Context: an optimization exercise on an open-source flow, tuned for small area, a short achievable clock period and few clock cycles per item. The choices shown serve that exercise and are no tape-out recipe. In this exercise RTL edits were held to simulation tests only and were not proved equivalent to the original.

==> inputs of 11-01 <==
==> flow/design.v <==
`timescale 1ns/100ps
module shapeTable (
	input logic [3:0] shape,
	input logic rotated,
	input logic [4:0] rowHot,
	input logic [9:0] colHot,
	output logic [49:0] mask
);
	localparam logic [255:0] shapeRows = {
		16'h0033, 16'h0033, 16'h0131, 16'h0072, 16'h0232, 16'h0027, 16'h0322, 16'h0047,
		16'h0113, 16'h0071, 16'h1111, 16'h000F, 16'h0132, 16'h0063, 16'h0033, 16'h0033
	};
	localparam logic [255:0] rotatedRows = {
		16'h0033, 16'h0033, 16'h0027, 16'h0131, 16'h0072, 16'h0232, 16'h0071, 16'h0322,
		16'h0047, 16'h0113, 16'h000F, 16'h1111, 16'h0063, 16'h0132, 16'h0033, 16'h0033
	};
	logic [15:0] rowsNow;
	logic [15:0] rowsRot;
	logic [19:0] rows;
	assign rowsNow = shapeRows[16*shape +: 16];
	assign rowsRot = rotatedRows[16*shape +: 16];
	assign rows = {4'd0, rotated ? rowsRot : rowsNow};
	logic [3:0] slotRow [0:4];
	always_comb begin
		for (int m = 0; m < 5; m++) begin
			slotRow[m] = '0;
			for (int j = 0; j < 5; j++) begin
				if (rowHot[j]) slotRow[m] = slotRow[m] | rows[4*((m - j + 5) % 5) +: 4];
			end
		end
	end
	always_comb begin
		for (int m = 0; m < 5; m++) begin
			for (int x = 0; x < 10; x++) begin
				mask[10*m + x] = 1'b0;
				for (int d = 0; d < 4; d++) begin
					if (x - d >= 0) mask[10*m + x] = mask[10*m + x] | (colHot[x - d] & slotRow[m][d]);
				end
			end
		end
	end
endmodule
`timescale 1ns/100ps
module playfield (
	input logic count,
	input logic reset,
	input logic [23:0] inWin,
	input logic [49:0] mask,
	input logic lockPiece,
	input logic [19:0] shiftRow,
	output logic [49:0] win,
	output logic [9:0] top0,
	output logic [9:0] top1,
	input logic [4:0] readRow,
	output logic [9:0] rowBits
);
	logic [9:0] board [0:19];
	always_comb begin
		for (int m = 0; m < 5; m++) begin
			win[10*m +: 10] = '0;
			for (int q = 0; q < 4; q++) begin
				if (inWin[m + 5*q]) win[10*m +: 10] = win[10*m +: 10] | board[m + 5*q];
			end
			if (m < 4 && inWin[20 + m]) win[10*m +: 10] = 10'h3FF;
		end
	end
	assign top0 = board[0];
	assign top1 = board[1];
	always_ff @(posedge count) begin
		for (int i = 0; i < 20; i++) begin
			logic hold, down, add;
			hold = !reset && !shiftRow[i];
			down = !reset && shiftRow[i];
			add = !reset && lockPiece && inWin[i];
			board[i] <= (hold ? board[i] : 10'd0)
				| ((down && i > 0) ? board[(i + 19) % 20] : 10'd0)
				| (add ? mask[10*(i % 5) +: 10] : 10'd0);
		end
	end
	logic [9:0] rowRead;
	logic [4:0] slotSel;
	logic [9:0] rowPiece;
	always_comb begin
		rowRead = '0;
		slotSel = '0;
		for (int i = 0; i < 20; i++) begin
			if (readRow == 5'(i)) begin
				rowRead = board[i];
				slotSel[i % 5] = inWin[i];
			end
		end
		rowPiece = '0;
		for (int m = 0; m < 5; m++) begin
			if (slotSel[m]) rowPiece = rowPiece | mask[10*m +: 10];
		end
	end
	assign rowBits = rowRead | rowPiece;
endmodule
`timescale 1ns/100ps
module gameController (
	input logic count,
	input logic reset,
	input logic cmdValid,
	output logic cmdReady,
	input logic [1:0] cmdCode,
	input logic [3:0] pieceKind,
	output logic [15:0] score,
	output logic gameOver,
	output logic [3:0] shape,
	output logic rotated,
	output logic [4:0] rowHot,
	output logic [9:0] testHot,
	input logic [49:0] mask,
	output logic [23:0] inWin,
	input logic [49:0] win,
	input logic [9:0] top0,
	input logic [9:0] top1,
	output logic lockPiece,
	output logic [19:0] shiftRow
);
	localparam logic [2:0] stReady = 3'd0;
	localparam logic [2:0] stExec = 3'd1;
	localparam logic [2:0] stLock = 3'd2;
	localparam logic [2:0] stClear = 3'd3;
	localparam logic [2:0] stOver = 3'd4;
	localparam logic [31:0] shapeWidth = {
		2'd1, 2'd1, 2'd1, 2'd2, 2'd1, 2'd2, 2'd1, 2'd2,
		2'd1, 2'd2, 2'd0, 2'd3, 2'd1, 2'd2, 2'd1, 2'd1
	};
	localparam logic [31:0] rotatedWidth = {
		2'd1, 2'd1, 2'd2, 2'd1, 2'd2, 2'd1, 2'd2, 2'd1,
		2'd2, 2'd1, 2'd3, 2'd0, 2'd2, 2'd1, 2'd1, 2'd1
	};
	localparam logic [63:0] rotateNext = {
		4'd1, 4'd1, 4'd10, 4'd13, 4'd12, 4'd11, 4'd6, 4'd9,
		4'd8, 4'd7, 4'd4, 4'd5, 4'd2, 4'd3, 4'd1, 4'd1
	};
	localparam logic [63:0] spawnShape = {
		4'd1, 4'd1, 4'd1, 4'd1, 4'd1, 4'd10, 4'd1, 4'd1,
		4'd1, 4'd6, 4'd1, 4'd4, 4'd1, 4'd2, 4'd1, 4'd1
	};
	function automatic logic fitsRight(input logic [9:0] hot, input logic [1:0] w);
		case (w)
			2'd0: fitsRight = 1'b1;
			2'd1: fitsRight = !hot[9];
			2'd2: fitsRight = !(hot[9] | hot[8]);
			default: fitsRight = !(hot[9] | hot[8] | hot[7]);
		endcase
	endfunction
	logic [2:0] state;
	logic [4:0] pRow;
	logic [4:0] pRowHot;
	logic [9:0] pColHot;
	logic [3:0] pShape;
	logic [15:0] pieces;
	logic goLeft, goRight, goRotate;
	logic fallBlockedN;
	assign cmdReady = (state == stReady);
	assign gameOver = (state == stOver);
	assign score = pieces;
	assign shape = pShape;
	assign rotated = goRotate;
	assign rowHot = pRowHot;
	logic [23:0] rowIs;
	always_comb begin
		for (int i = 0; i < 24; i++) rowIs[i] = (i < 20) && (pRow == 5'(i));
		for (int i = 0; i < 24; i++) begin
			inWin[i] = 1'b0;
			for (int k = 0; k < 5; k++) begin
				if (i - k >= 0) inWin[i] = inWin[i] | rowIs[i - k];
			end
		end
	end
	logic [4:0] floorSlot;
	assign floorSlot = {1'b0, inWin[23:20]};
	assign testHot = goLeft ? (pColHot >> 1) : goRight ? (pColHot << 1) : pColHot;
	logic inBounds;
	always_comb begin
		inBounds = 1'b1;
		if (goLeft) inBounds = !pColHot[0];
		if (goRight) inBounds = !pColHot[9] && fitsRight(pColHot << 1, shapeWidth[2*pShape +: 2]);
		if (goRotate) inBounds = fitsRight(pColHot, rotatedWidth[2*pShape +: 2]);
	end
	logic hitHere, hitBelow;
	always_comb begin
		hitHere = 1'b0;
		hitBelow = 1'b0;
		for (int m = 0; m < 5; m++) begin
			hitHere = hitHere | (|(mask[10*m +: 10] & win[10*m +: 10]));
			hitBelow = hitBelow | (|(mask[10*m +: 10] & win[10*((m + 1) % 5) +: 10]));
		end
	end
	logic accept;
	assign accept = cmdValid && (state == stReady);
	logic moveOk;
	assign moveOk = inBounds && !hitHere;
	logic fallOk;
	assign fallOk = moveOk ? !hitBelow : !fallBlockedN;
	assign lockPiece = (state == stExec && moveOk && !fallOk) || (state == stLock);
	logic [4:0] fullAfterLock;
	logic [4:0] fullNow;
	always_comb begin
		for (int m = 0; m < 5; m++) begin
			fullAfterLock[m] = (&(win[10*m +: 10] | mask[10*m +: 10])) && !floorSlot[m];
			fullNow[m] = (&win[10*m +: 10]) && !floorSlot[m];
		end
	end
	logic [4:0] pick;
	logic lastFull;
	always_comb begin
		pick = '0;
		for (int m = 4; m >= 0; m--) begin
			if (fullNow[m]) pick = 5'd1 << m;
		end
		lastFull = (fullNow == pick);
	end
	always_comb begin
		logic above;
		above = 1'b0;
		for (int i = 19; i >= 0; i--) begin
			above = above | (inWin[i] & pick[i % 5]);
			shiftRow[i] = above && (state == stClear);
		end
	end
	logic [9:0] new0, new1;
	always_comb begin
		if (state == stClear) begin
			new0 = shiftRow[0] ? 10'd0 : top0;
			new1 = shiftRow[1] ? top0 : top1;
		end else begin
			new0 = top0 | (inWin[0] ? mask[9:0] : 10'd0);
			new1 = top1 | (inWin[1] ? mask[19:10] : 10'd0);
		end
	end
	logic spawnFits;
	always_comb begin
		case (spawnShape[4*pieceKind +: 4])
			4'd2: spawnFits = !(new0[5] | new0[6] | new1[6] | new1[7]);
			4'd4: spawnFits = !(new0[5] | new0[6] | new0[7] | new0[8]);
			4'd6: spawnFits = !(new0[5] | new1[5] | new1[6] | new1[7]);
			4'd10: spawnFits = !(new0[5] | new0[6] | new0[7] | new1[6]);
			default: spawnFits = !(new0[5] | new0[6] | new1[5] | new1[6]);
		endcase
	end
	logic spawnNow;
	assign spawnNow = (lockPiece && !(|fullAfterLock)) || (state == stClear && lastFull);
	always_ff @(posedge count) begin
		if (reset) begin
			goLeft <= 1'b0;
			goRight <= 1'b0;
			goRotate <= 1'b0;
		end else begin
			goLeft <= accept && cmdCode == 2'd1;
			goRight <= accept && cmdCode == 2'd2;
			goRotate <= accept && cmdCode == 2'd3;
		end
	end
	always_ff @(posedge count) begin
		if (reset) begin
			state <= stReady;
			pieces <= '0;
			pRow <= '0;
			pRowHot <= 5'd1;
			pColHot <= 10'd1 << 5;
			pShape <= spawnShape[4*pieceKind +: 4];
		end else begin
			if (lockPiece) pieces <= pieces + 16'd1;
			if (accept) begin
				fallBlockedN <= hitBelow;
				state <= stExec;
			end else if (spawnNow) begin
				state <= spawnFits ? stReady : stOver;
				pRow <= '0;
				pRowHot <= 5'd1;
				pColHot <= 10'd1 << 5;
				pShape <= spawnShape[4*pieceKind +: 4];
			end else if (lockPiece) begin
				state <= stClear;
			end else if (state == stExec) begin
				if (moveOk) begin
					if (goRotate) pShape <= rotateNext[4*pShape +: 4];
					pColHot <= testHot;
				end
				if (fallOk) begin
					pRow <= pRow + 5'd1;
					pRowHot <= {pRowHot[3:0], pRowHot[4]};
					state <= stReady;
				end else begin
					state <= stLock;
				end
			end
		end
	end
endmodule
`timescale 1ns/100ps
module tetrisGame (
	input logic count,
	input logic reset,
	input logic cmdValid,
	output logic cmdReady,
	input logic [1:0] cmdCode,
	input logic [3:0] pieceKind,
	input logic [4:0] readRow,
	output logic [9:0] rowBits,
	output logic [15:0] score,
	output logic gameOver
);
	logic [23:0] inWin;
	logic [49:0] mask;
	logic [49:0] win;
	logic [9:0] top0;
	logic [9:0] top1;
	logic lockPiece;
	logic [19:0] shiftRow;
	logic [3:0] shape;
	logic rotated;
	logic [4:0] rowHot;
	logic [9:0] testHot;
	gameController controller (
		.count(count),
		.reset(reset),
		.cmdValid(cmdValid),
		.cmdReady(cmdReady),
		.cmdCode(cmdCode),
		.pieceKind(pieceKind),
		.score(score),
		.gameOver(gameOver),
		.shape(shape),
		.rotated(rotated),
		.rowHot(rowHot),
		.testHot(testHot),
		.mask(mask),
		.inWin(inWin),
		.win(win),
		.top0(top0),
		.top1(top1),
		.lockPiece(lockPiece),
		.shiftRow(shiftRow)
	);
	shapeTable cells (
		.shape(shape),
		.rotated(rotated),
		.rowHot(rowHot),
		.colHot(testHot),
		.mask(mask)
	);
	playfield field (
		.count(count),
		.reset(reset),
		.inWin(inWin),
		.mask(mask),
		.lockPiece(lockPiece),
		.shiftRow(shiftRow),
		.win(win),
		.top0(top0),
		.top1(top1),
		.readRow(readRow),
		.rowBits(rowBits)
	);
endmodule
==> flow/run.sh <==
#!/bin/bash
# synth_recipe.tcl (not shown) runs the flow's synth.tcl, then flattens the netlist and writes it again
# the make line also repeats each setting of config.mk as NAME=value (left out here)
make -C /OpenROAD-flow-scripts/flow DESIGN_CONFIG=/design/flow/config.mk WORK_HOME=/design/flow/orfs CLKGATE_MAP_FILE= SYNTH_SCRIPT=/design/flow/synth_recipe.tcl finish
==> flow/config.mk <==
export PLATFORM = sky130hd
export DESIGN_NAME = tetrisGame
export DESIGN_NICKNAME = tetrisGame
export VERILOG_FILES = /design/flow/design.v
export SDC_FILE = /design/flow/constraint.sdc
export NUM_CORES = 8
export LEC_CHECK = 0
export CAP_MARGIN = 20
export CORE_MARGIN = 2
export CORE_UTILIZATION = 60
export SETUP_SLACK_MARGIN = 4
export SLEW_MARGIN = 20
==> flow/constraint.sdc <==
create_clock -name core_clock -period 10.0 [get_ports {count}]
set_input_delay 2.0000 -clock core_clock [delete_from_list [all_inputs] [get_ports {count}]]
set_output_delay 2.0000 -clock core_clock [all_outputs]
set_load 0.01 [all_outputs]
==> 11-26 (differences from 11-01) <==
--- a/flow/design.v
+++ b/flow/design.v
@@ -215,10 +215,15 @@
 		lastFull = (fullNow == pick);
 	end
+	logic [19:0] pickRow;
 	always_comb begin
-		logic above;
-		above = 1'b0;
-		for (int i = 19; i >= 0; i--) begin
-			above = above | (inWin[i] & pick[i % 5]);
-			shiftRow[i] = above && (state == stClear);
+		for (int i = 0; i < 20; i++) pickRow[i] = inWin[i] & pick[i % 5];
+		for (int i = 0; i < 20; i++) begin
+			logic pickedAbove;
+			pickedAbove = 1'b0;
+			for (int d = 1; d < 5; d++) begin
+				if (i - d >= 0) pickedAbove = pickedAbove | pickRow[i - d];
+			end
+			shiftRow[i] = (state == stClear) && (|pick)
+				&& ((5'(i) < pRow) || (inWin[i] && !pickedAbove));
 		end
 	end
@@ -226,6 +231,6 @@
 	always_comb begin
 		if (state == stClear) begin
-			new0 = shiftRow[0] ? 10'd0 : top0;
-			new1 = shiftRow[1] ? top0 : top1;
+			new0 = (|pick) ? 10'd0 : top0;
+			new1 = ((|pick) && !(pick[0] && inWin[0])) ? top0 : top1;
 		end else begin
 			new0 = top0 | (inWin[0] ? mask[9:0] : 10'd0);
==> flow/flow/run.sh (new file) <==
#!/bin/bash
# Layout flow: the standard flow (standard.sh), except that synthesis maps
# the logic with this flow's ABC script (flow/abc.script, run by
# flow/synth.tcl). The registers are the standard synthesis's: the standard
# synthesis is run first, in refsyn/, and flow/names.py gives every register
# of this flow's netlist the name the standard synthesis gives the register
# driving the same net (Yosys leaves a few unnamed, and numbers those). If
# that pairing fails, the standard synthesis is used as it is.
# Each tool's full output goes to a log file of its own in the work folder.
set -euo pipefail
work=$(pwd)
results="$work/orfs/results/$FLOW_PLATFORM/tetrisGame/base"
export FLOW_ABC_SCRIPT="$work/flow/abc.script"

# the standard synthesis, as reference for the register names
sed -E "s#WORK_HOME=('[^']*'|[^ ]*)#WORK_HOME=$work/refsyn#" standard.sh > refsyn.sh
bash refsyn.sh synth > "$work/log_refsyn.txt" 2>&1
ref="$work/refsyn/results/$FLOW_PLATFORM/tetrisGame/base/1_2_yosys.v"

# this flow's synthesis, then the register names
if bash standard.sh "SYNTH_SCRIPT=$work/flow/synth.tcl" "$results/1_2_yosys.v" > "$work/log_synth.txt" 2>&1 \
    && python3 "$work/flow/names.py" "$ref" "$results/1_2_yosys.v" > "$work/log_names.txt" 2>&1; then
  echo "own synthesis used"
else
  echo "own synthesis failed or unpaired; using the standard synthesis"
  rm -rf "$work/orfs"
  bash standard.sh synth > "$work/log_synth_standard.txt" 2>&1
fi

# floorplan to the final layout, as the standard flow makes it
bash standard.sh > "$work/log_layout.txt" 2>&1
test -s "$work/out/final.def"
==> flow/flow/abc.script (new file) <==
strash
&get -n
&fraig -x
&put
scorr
dc2
strash
&get -n
&dch -f
&nf
&put
==> flow/flow/names.py (new file) <==
#!/usr/bin/env python3
"""Give the registers of this flow's netlist the instance names the standard
synthesis gives them, pairing registers by the net their Q output drives.
Only registers whose names differ (ones Yosys left unnamed) are renamed.
Exits non-zero, changing nothing, if the registers cannot all be paired."""
import re
import sys

FLOP = re.compile(r"^\s*(sky130_fd_sc_hd__\w*df\w*)\s+(\S+)\s*\((.*?)\);", re.S | re.M)
QPIN = re.compile(r"\.Q\(\s*(.*?)\s*\)\s*(,|$)", re.S)


def flops(text):
    out = {}
    for m in FLOP.finditer(text):
        cell, name, pins = m.group(1), m.group(2), m.group(3)
        q = QPIN.search(pins)
        if not q:
            sys.exit(f"no Q pin on {name}")
        net = q.group(1).strip()
        if net in out:
            sys.exit(f"two registers drive {net}")
        out[net] = (name, cell)
    return out


ref_path, own_path = sys.argv[1], sys.argv[2]
ref = flops(open(ref_path).read())
text = open(own_path).read()
own = flops(text)
if set(ref) != set(own):
    sys.exit("register outputs differ from the standard synthesis")
renames = {}
for net, (name, cell) in own.items():
    rname, rcell = ref[net]
    base = lambda c: re.sub(r"_\d+$", "", c)
    if base(rcell) != base(cell):
        sys.exit(f"register on {net} is {cell}, standard synthesis gives {rcell}")
    if rname != name:
        renames[name] = rname
tokens = set(re.findall(r"\\\S+|[A-Za-z_][A-Za-z0-9_$]*", text))
for old, new in renames.items():
    if new in tokens:
        sys.exit(f"name {new} already used in the netlist")
    n = len(re.findall(r"(?<=\s)" + re.escape(old) + r"(?=\s*\()", text))
    if n != 1:
        sys.exit(f"instance {old} found {n} times")
    text = re.sub(r"(?<=\s)" + re.escape(old) + r"(?=\s*\()", lambda _: new, text)
    print(f"renamed {old} -> {new}")
open(own_path, "w").write(text)
print(f"{len(own)} registers paired, {len(renames)} renamed")
==> flow/flow/synth.tcl (new file) <==
# synth_recipe.tcl with one change: Yosys's abc maps the logic with this
# flow's script (FLOW_ABC_SCRIPT) instead of the one ORFS names. Registers
# are mapped before abc, so they come out as in the standard synthesis.
proc synth {args} { yosys synth -nofsm -noshare {*}$args }
proc abc {args} {
  set i [lsearch -exact $args -script]
  if { $i >= 0 } {
    set args [lreplace $args [expr {$i + 1}] [expr {$i + 1}] $::env(FLOW_ABC_SCRIPT)]
  }
  yosys abc {*}$args
}
source $::env(SCRIPTS_DIR)/synth.tcl
# left out here: clear keep_hierarchy, flatten, clean up, hide names made inside functions, write 1_2_yosys.v
==> flow/standard.sh (new file) <==
#!/bin/bash
# synth_recipe.tcl (not shown) runs the flow's synth.tcl, then flattens the netlist and writes it again
# the make line also repeats each setting of config.mk as NAME=value (left out here)
make -C /OpenROAD-flow-scripts/flow DESIGN_CONFIG=/design/flow/config.mk WORK_HOME=/design/flow/orfs CLKGATE_MAP_FILE= SYNTH_SCRIPT=/design/flow/synth_recipe.tcl "${@:-finish}"
Settings changed: CORE_UTILIZATION 60 to 38, CTS_CLUSTER_DIAMETER set to 100, CTS_CLUSTER_SIZE set to 20.
removed: flow/run.sh
==> flow_summary.json <==
{
  "status": "timing/DRC/antenna clean",
  "pre_cts_ws_ns": 1.989,
  "yosys-top-cells-count": "dfxtp_1, o21ai_0, a22oi_1",
  "grt_pass1_vias": 18550,
  "grt_use_total": 0.4892,
  "syn_nets": 1873,
  "placedCellCount": 2512,
  "cts_buffers": 18,
  "grt_pass1_wl_um": 143700,
  "postSynthCellCount": 1846,
  "synth-compound-area-share": 0.4525,
  "synth-xor-area-share": 0.001160,
  "synthAdderAreaFrac": 0.01077
}
[end of results for 11-26]
==> flow_summary.json <==
{
  "synth-compound-area-share": 0.3457,
  "placedCellCount": 2413,
  "postSynthCellCount": 2061,
  "failed_stage": "global routing",
  "syn_nets": 2090,
  "grt_use_total": 0.7226,
  "grt_pass1_wl_um": 154600,
  "pre_cts_ws_ns": 2.440,
  "stop_error": "[ERROR GRT-0116] Global routing finished with congestion. Check the congestion regions in the DRC Viewer.",
  "synth-xor-area-share": 0.008260,
  "grt_pass1_vias": 22070,
  "synthAdderAreaFrac": 0.01165,
  "status": "aborted with a tool error"
}
[end of results for 11-01]
Testbench counts of 11-01, summed over its fixed seeds: cycles 48,558, items 24,000.
Testbench counts of 11-26, summed over its fixed seeds: cycles 48,558, items 24,000.

-- port drivers added, routing unchanged --
The results above use ideal ports. As a check the final layout listed here was re-extracted and re-timed, cells and wires unchanged. Step 1 (the two cells are an assumption about what drives the block):
set clk [get_ports {count}]
set_driving_cell -lib_cell sky130_fd_sc_hd__clkbuf_16 $clk
set_driving_cell -lib_cell sky130_fd_sc_hd__buf_2 [delete_from_list [all_inputs] $clk]
Step 2 adds t to the input delays and takes it off the output delays; t is the mean of the earliest and latest rising clock arrival at the registers after step 1. Input paths then give back, and output paths get back, about the clock's delay inside the block. a / b / c = no drivers / after step 1 / after step 2; a / b = the first two.
run: 11-26
shift t [ns]: 0.611
setup WS [ns]: 3.618 / 3.546 / 3.546
worst slew at a driven data input, ns: 0.07
cell pins on the clock port's net: 1
After both steps 11-26 still meets setup and hold. For 11-26, drivers alone change the setup slack by -0.072 ns; drivers and shift together by -0.072 ns.
